What follows belongs to an exercise in optimizing a design on an open flow for small area and a short achievable clock period; a production flow would make more cautious choices. Where RTL was checked, it was by simulation tests only, not by an equivalence proof against the original. Power is estimated from default activity; no workload was simulated.

== run A ==
==> flow/design.v (excerpt) <==
module rob_top (
	input logic clk,
	input logic reset,
	input logic [1:0] disp_valid,
	input logic [5:0] disp_dst,
	input logic [5:0] disp_src,
	input logic [31:0] disp_pc,
	output logic stall,
	output logic [7:0] alloc_tag,
	output logic [7:0] src_tag,
	output logic [1:0] src_pending,
	output logic [63:0] src_data,
	input logic [1:0] wb_valid,
	input logic [7:0] wb_tag,
	input logic [63:0] wb_data,
	output logic [1:0] out_valid,
	output logic [5:0] out_dst,
	output logic [63:0] out_data,
	output logic [31:0] out_pc
);
	localparam int AW = 19;  
	logic [3:0] head;
	logic [3:0] tail;
	logic [4:0] cnt;
	logic [15:0] done;
	logic [AW-1:0] a_mem0 [8];
	logic [AW-1:0] a_mem1 [8];
	logic [31:0] r_mem0 [8];
	logic [31:0] r_mem1 [8];
	logic [7:0] pend;
	logic [3:0] stag [8];
	logic [31:0] sval [8];
	logic [1:0] acc;
	logic [3:0] tag1;
	assign stall = cnt[4] | (&cnt[3:0]);
	assign acc = disp_valid & {2{~stall}};
	assign tag1 = tail + {3'b0, disp_valid[0]};
	assign alloc_tag = {tag1, tail};
	logic [1:0] a_we;
	logic [2:0] a_off [2];
	logic [AW-1:0] a_wd [2];
	logic [AW-1:0] a_s0, a_s1;
	assign a_s0 = {disp_dst[2:0], disp_pc[15:0]};
	assign a_s1 = {disp_dst[5:3], disp_pc[31:16]};
	always_comb begin
		for (int b = 0; b < 2; b++) begin
			if (tail[0] == b[0]) begin
				a_we[b] = acc[0] | acc[1];
				a_wd[b] = disp_valid[0] ? a_s0 : a_s1;
				a_off[b] = tail[3:1];
			end else begin
				a_we[b] = acc[0] & acc[1];
				a_wd[b] = a_s1;
				a_off[b] = tail[3:1] + {2'b0, tail[0]};
			end
		end
	end
	logic [31:0] w_wd [2];
	always_comb begin
		for (int b = 0; b < 2; b++) begin
			w_wd[b] = (wb_valid[0] && wb_tag[0] == b[0]) ? wb_data[31:0] : wb_data[63:32];
		end
	end
	logic r0, r1;
	logic [3:0] head1;
	logic [1:0] nret;
	assign head1 = head + 4'd1;
	assign r0 = done[head];
	assign r1 = r0 & done[head1];
	always_comb begin
		logic [7:0] d0, d1;
		logic fwd;
		for (int r = 0; r < 8; r++) begin
			d0[r] = disp_src[2:0] == r[2:0];
			d1[r] = disp_src[5:3] == r[2:0];
		end
		src_data = '0;
		src_tag = '0;
		src_pending = '0;
  ...
Size: about 4900 cells after synthesis, ~1200 flip-flops, about 310 I/O pins, ~0.052 sq mm of cells after synthesis.
clock: 7.0 ns
lec_check: 0
abc_area: 1
cap_margin: 20
core_margin: 2
core_utilization: 40
setup_slack_margin: 3
slew_margin: 20
run.sh (not shown) runs the stock make flow with config.mk's settings and CLKGATE_MAP_FILE= SYNTH_SCRIPT=/design/flow/synth_recipe.tcl, a recipe that flattens the netlist after the stock synthesis.
Run A reached the end of the flow, and the finished layout is clean on the timing, DRC and antenna checks.
--- input diff run A..run B ---
Settings: SETUP_SLACK_MARGIN changed from 3 to 2.5; CORE_UTILIZATION changed from 40 to 50.
[summary]
Looking at the reports, run B completed the entire flow and the layout it produced met the timing, DRC and antenna checks. Met2 layer usage reported by global route (run B over run A): increase, 7.6 points. Diff run A -> run B | die outline width | down by more than 10%. Changes observed in run B relative to run A: all-layer global routing usage picked up an extra 4.5 points, placed instance area decreased about 0.9%, met3 routed wirelength went down. The die area in run B is 0.802 times that in run A. Global-route wire length before repair: run B < run A. Run A and run B ended up with nearly the same total number of multi-input combinational cells. Final area on run B is down relative to run A. Against run A, total via count after detailed routing in run B fell by a few percent.
> inputs changed (run B -> run C)
Settings: CORE_UTILIZATION changed from 50 to 55; CTS_CLUSTER_SIZE newly set to 20; SETUP_SLACK_MARGIN changed from 2.5 to 2.75; CTS_CLUSTER_DIAMETER newly set to 60.
Findings:
For sequential portion of the cell area, run C and run B come out practically identical.
Transition at the pin with the smallest max-transition slack, run C and run B: smaller value in run C
Between run C and run B, aggregate global-route resource usage is lower for run B, run C comes in above that.
Run B → run C: area overhead of the layout relative to synthesis saw little to no change, first-iteration detailed-routing DRC count saw an increase, sum of negative setup slack saw little to no change, number of gates given a new drive strength after cts saw an increase.
Against run B, run C reports a final cell count that is lower.
Input changes introduced in run D (baseline for comparison: run C):
Settings: CORE_UTILIZATION now 40, was 55; ABC_AREA no longer set, was 1; SETUP_SLACK_MARGIN now 3, was 2.75; CTS_CLUSTER_DIAMETER no longer set, was 60; CTS_CLUSTER_SIZE no longer set, was 20.
==> summary.txt <==
- Compared with run C, run D is the less power-hungry design.
- Cmp run D and run C / number of cells produced by synthesis / lower: run D
- Number of buffers inserted by post-CTS setup repair, run D and run C, higher one = run D.
- Run D vs run C — global-route wire length before repair rose 10%.
- Fraction of final layout cells sized beyond drive strength 1 is lower on run C
- Summary of run D over run C: mean post-synth cell area rose by about 23%; core utilization dropped 14 points.
Function was not checked in any run of this note: the RTL went through the layout flow alone.

Another version of the RTL of rob_top (not shown whole).
For scale: ~3600 cells after synthesis, ~1200 flip-flops, ~0.051 sq mm of cells after synthesis.
Design rob_top, start of the top module:
module rob_top (
	input logic clk,
	input logic reset,
	input logic [1:0] disp_valid,
	input logic [5:0] disp_dst,
	input logic [5:0] disp_src,
	input logic [31:0] disp_pc,
	output logic stall,
	output logic [7:0] alloc_tag,
	output logic [7:0] src_tag,
	output logic [1:0] src_pending,
	output logic [63:0] src_data,
	input logic [1:0] wb_valid,
	input logic [7:0] wb_tag,
	input logic [63:0] wb_data,
	output logic [1:0] out_valid,
	output logic [5:0] out_dst,
	output logic [63:0] out_data,
	output logic [31:0] out_pc
);
Settings: LEC_CHECK=0, ABC_AREA=0, CAP_MARGIN=20, CORE_MARGIN=2, CORE_UTILIZATION=65, CTS_CLUSTER_DIAMETER=80, CTS_CLUSTER_SIZE=25, SETUP_SLACK_MARGIN=2.9, SLEW_MARGIN=20; clock period 7.0 ns.
standard.sh (not shown) runs the stock make flow with config.mk's settings and CLKGATE_MAP_FILE= SYNTH_SCRIPT=/design/flow/synth_recipe.tcl, a recipe that flattens the netlist after the stock synthesis.
==> flow/flow/run.sh <==
#!/bin/bash
# The standard layout, with plain buffers (instead of the default delay-cell
# buffer) as the port buffers.
set -euo pipefail
bash standard.sh "BUFFER_PORTS_ARGS=-buffer_cell sky130_fd_sc_hd__buf_1" finish > make.log 2>&1
The first run passed the timing, DRC and antenna checks.
==> next run, changes <==
==> flow/run.sh (new file) <==
#!/bin/bash
# synth_recipe.tcl (not shown) runs the flow's synth.tcl, then flattens the netlist and writes it again
# the make line also repeats each setting of config.mk as NAME=value (left out here)
make -C /OpenROAD-flow-scripts/flow DESIGN_CONFIG=/design/flow/config.mk WORK_HOME=/design/flow/orfs CLKGATE_MAP_FILE= SYNTH_SCRIPT=/design/flow/synth_recipe.tcl finish
- ABC_AREA: 0 -> 1
- CORE_UTILIZATION: 65 -> 55
- SETUP_SLACK_MARGIN: 2.9 -> 2.75
removed: flow/flow/run.sh
removed: flow/standard.sh
Via count is higher by a little under a tenth.
Wire length grows by a little under a tenth.
Worst setup slack gets worse by 0.16 ns.
Total power rises by about a fifth.
Core utilization goes down by 6.7 points.
Non-clock buffer count rises by 157.
Synthesized cell count increases by a quarter to a third.
Synthesized area rises slightly.
Combinational power rises by well over a third.
Cell count rose by a quarter to a third.
Die area grows by about a fifth.
==> next run, changes <==
==> flow/flow/run.sh (new file) <==
#!/bin/bash
# The standard layout, with plain buffers (instead of the default delay-cell
# buffer) as the port buffers.
set -euo pipefail
bash standard.sh "BUFFER_PORTS_ARGS=-buffer_cell sky130_fd_sc_hd__buf_1" finish > make.log 2>&1
==> flow/standard.sh (new file) <==
#!/bin/bash
# synth_recipe.tcl (not shown) runs the flow's synth.tcl, then flattens the netlist and writes it again
# the make line also repeats each setting of config.mk as NAME=value (left out here)
make -C /OpenROAD-flow-scripts/flow DESIGN_CONFIG=/design/flow/config.mk WORK_HOME=/design/flow/orfs CLKGATE_MAP_FILE= SYNTH_SCRIPT=/design/flow/synth_recipe.tcl "${@:-finish}"
- ABC_AREA: 1 -> 0
- CORE_ASPECT_RATIO: unset -> 0.7
- CORE_UTILIZATION: 55 -> 60
- SETUP_SLACK_MARGIN: 2.75 -> 3.0
- TNS_END_PERCENT: unset -> 20
removed: flow/run.sh
Core utilization came out higher by 1.7 points. Clock power goes down by 6.3%. Count of clock-buffer cells in the layout came out lower by 4. Register-to-register slack got worse by 0.08 ns. Wire length shrinks by 5.0%. Die area drops by 9.6%. Maximum frequency increases by 5.5%. Synthesized area is lower by 1.6%. Synthesized cell count drops by 21%. Worst setup slack is better by 0.22 ns.
==> next run, changes <==
==> flow/flow/run.sh (replaced) <==
#!/bin/bash
# The standard layout, with plain buffers (instead of the default delay-cell
# buffer) as the port buffers.
set -euo pipefail
bash standard.sh "BUFFER_PORTS_ARGS=-buffer_cell sky130_fd_sc_hd__buf_2" finish > make.log 2>&1
- ABC_AREA: 0 -> 1
- CORE_ASPECT_RATIO: 0.7 -> unset
- CORE_UTILIZATION: 60 -> 55
- SETUP_SLACK_MARGIN: 3.0 -> 2.75
- TNS_END_PERCENT: 20 -> unset
After rerunning: Utilization decreases by 5.0 points; die area increases by roughly a tenth; power increases by roughly a tenth; worst hold slack barely changes; cell area increases by a few percent; routed wire length increases slightly; count of clock-buffer cells in the layout increases by 2; synthesized cell count increases by a quarter to a third; worst setup slack got worse by 0.26 ns; via count increases by a little under a tenth; fmax decreases by a few percent.
==> next run, changes <==
- ABC_AREA: 1 -> 0
- SETUP_SLACK_MARGIN: 2.75 -> 2.6
Utilization came out lower by 1.9 points; wire length came out lower by 3.9%; design area came out lower by 4.7%; total power came out lower by 10%; clock-buffer cell count came out lower by 6.
==> next run, changes <==
==> flow/flow/run.sh (replaced) <==
#!/bin/bash
# The standard layout, with plain buffers (instead of the default delay-cell
# buffer) as the port buffers, and each group of ports placed on the side of
# the die nearest the logic it connects to (flow/io.tcl).
set -euo pipefail
bash standard.sh "BUFFER_PORTS_ARGS=-buffer_cell sky130_fd_sc_hd__buf_2" "IO_CONSTRAINTS=$PWD/flow/io.tcl" finish > make.log 2>&1
==> flow/flow/io.tcl (new file) <==
# Port placement: each group of ports on the side nearest the logic it feeds.
proc bus {name lo hi} {
  set l {}
  for {set i $lo} {$i <= $hi} {incr i} { lappend l "${name}\[$i\]" }
  return $l
}
# source lookup: dispatch selects and the lookup results
set_io_pin_constraint -region left:* -pin_names [concat \
  [bus disp_src 0 5] [bus disp_dst 0 5] [bus disp_valid 0 1] \
  [bus src_data 0 63] [bus src_tag 0 7] [bus src_pending 0 1] [bus alloc_tag 0 7] stall]
# writeback: into the rename values and the result banks
set_io_pin_constraint -region bottom:* -pin_names [concat \
  [bus wb_data 0 63] [bus wb_tag 0 7] [bus wb_valid 0 1] reset]
# retirement report
set_io_pin_constraint -region right:* -pin_names [concat \
  [bus out_data 0 63] [bus out_pc 0 31] [bus out_dst 0 5] [bus out_valid 0 1]]
# dispatch payload
set_io_pin_constraint -region top:* -pin_names [concat [bus disp_pc 0 31]]
- ABC_CLOCK_PERIOD_IN_PS: unset -> 2500
- SETUP_SLACK_MARGIN: 2.6 -> 2.75
=>
- core utilization increases by 1.1 points
- fmax rose by 1.4%
- area after synthesis is unchanged
- setup slack improves by 0.063 ns
- design area came out higher by 1.7%
- clock skew fell by 0.0066 ns
- synthesized cell count stays the same
- global-route usage climbs by 4.1 points
- wire length rises by 12%
- die area is unchanged
- sequential share of layout area shrinks by 1.1 points

[separate check: timing with driven ports]
In the flow no input, the clock included, has a driving cell. The finished layouts below were timed again as built, in two steps.
Step 1: set_driving_cell puts a clkbuf_16 on clk and a buf_2 on each other input, an assumption about the parent block.
Step 2, shift: input delay + t, output delay - t, t = (earliest + latest rising clock arrival at the registers) / 2. This alone moves slack from input paths to output paths.
a / b / c = ideal / step 1 / step 2; a / b = the first two.
run | t, ns | setup WS [ns] | hold slack, ns | worst setup path at the end | latest minus earliest clock arrival (ns)
run A | 0.833 | 2.695 / 2.589 / 2.199 | 0.515 / 0.515 / 0.515 | input to register | 0.057 / 0.057
run B | 0.792 | 2.386 / 2.363 / 2.007 | 0.500 / 0.500 / 0.500 | input to register | 0.043 / 0.042
run C | 0.760 | 2.667 / 2.518 / 2.201 | 0.503 / 0.503 / 0.503 | input to register | 0.027 / 0.028
run D | 0.848 | 2.326 / 2.255 / 2.195 | 0.496 / 0.496 / 0.496 | input to register | 0.081 / 0.081
the first run of note 2 | 0.758 | 2.816 / 2.735 / 2.177 | 0.458 / 0.458 / 0.458 | input to register | 0.073 / 0.072
the second run of note 2 | 0.754 | 2.661 / 2.587 / 2.116 | 0.541 / 0.541 / 0.541 | input to register | 0.025 / 0.025
the third run of note 2 | 0.750 | 2.886 / 2.755 / 2.261 | 0.556 / 0.556 / 0.556 | input to register | 0.040 / 0.040
the fourth run of note 2 | 0.761 | 2.623 / 2.531 / 2.297 | 0.558 / 0.558 / 0.558 | input to register | 0.041 / 0.040
the fifth run of note 2 | 0.752 | 2.626 / 2.603 / 2.462 | 0.486 / 0.486 / 0.486 | input to register | 0.038 / 0.038
the sixth run of note 2 | 0.757 | 2.688 / 2.605 / 2.201 | 0.444 / 0.444 / 0.444 | input to register | 0.037 / 0.036
After both steps setup and hold are still met in every run listed. The setup slack of the first run of note 2, which loses most, moves by -0.081 ns with the drivers and by -0.639 ns with both steps.
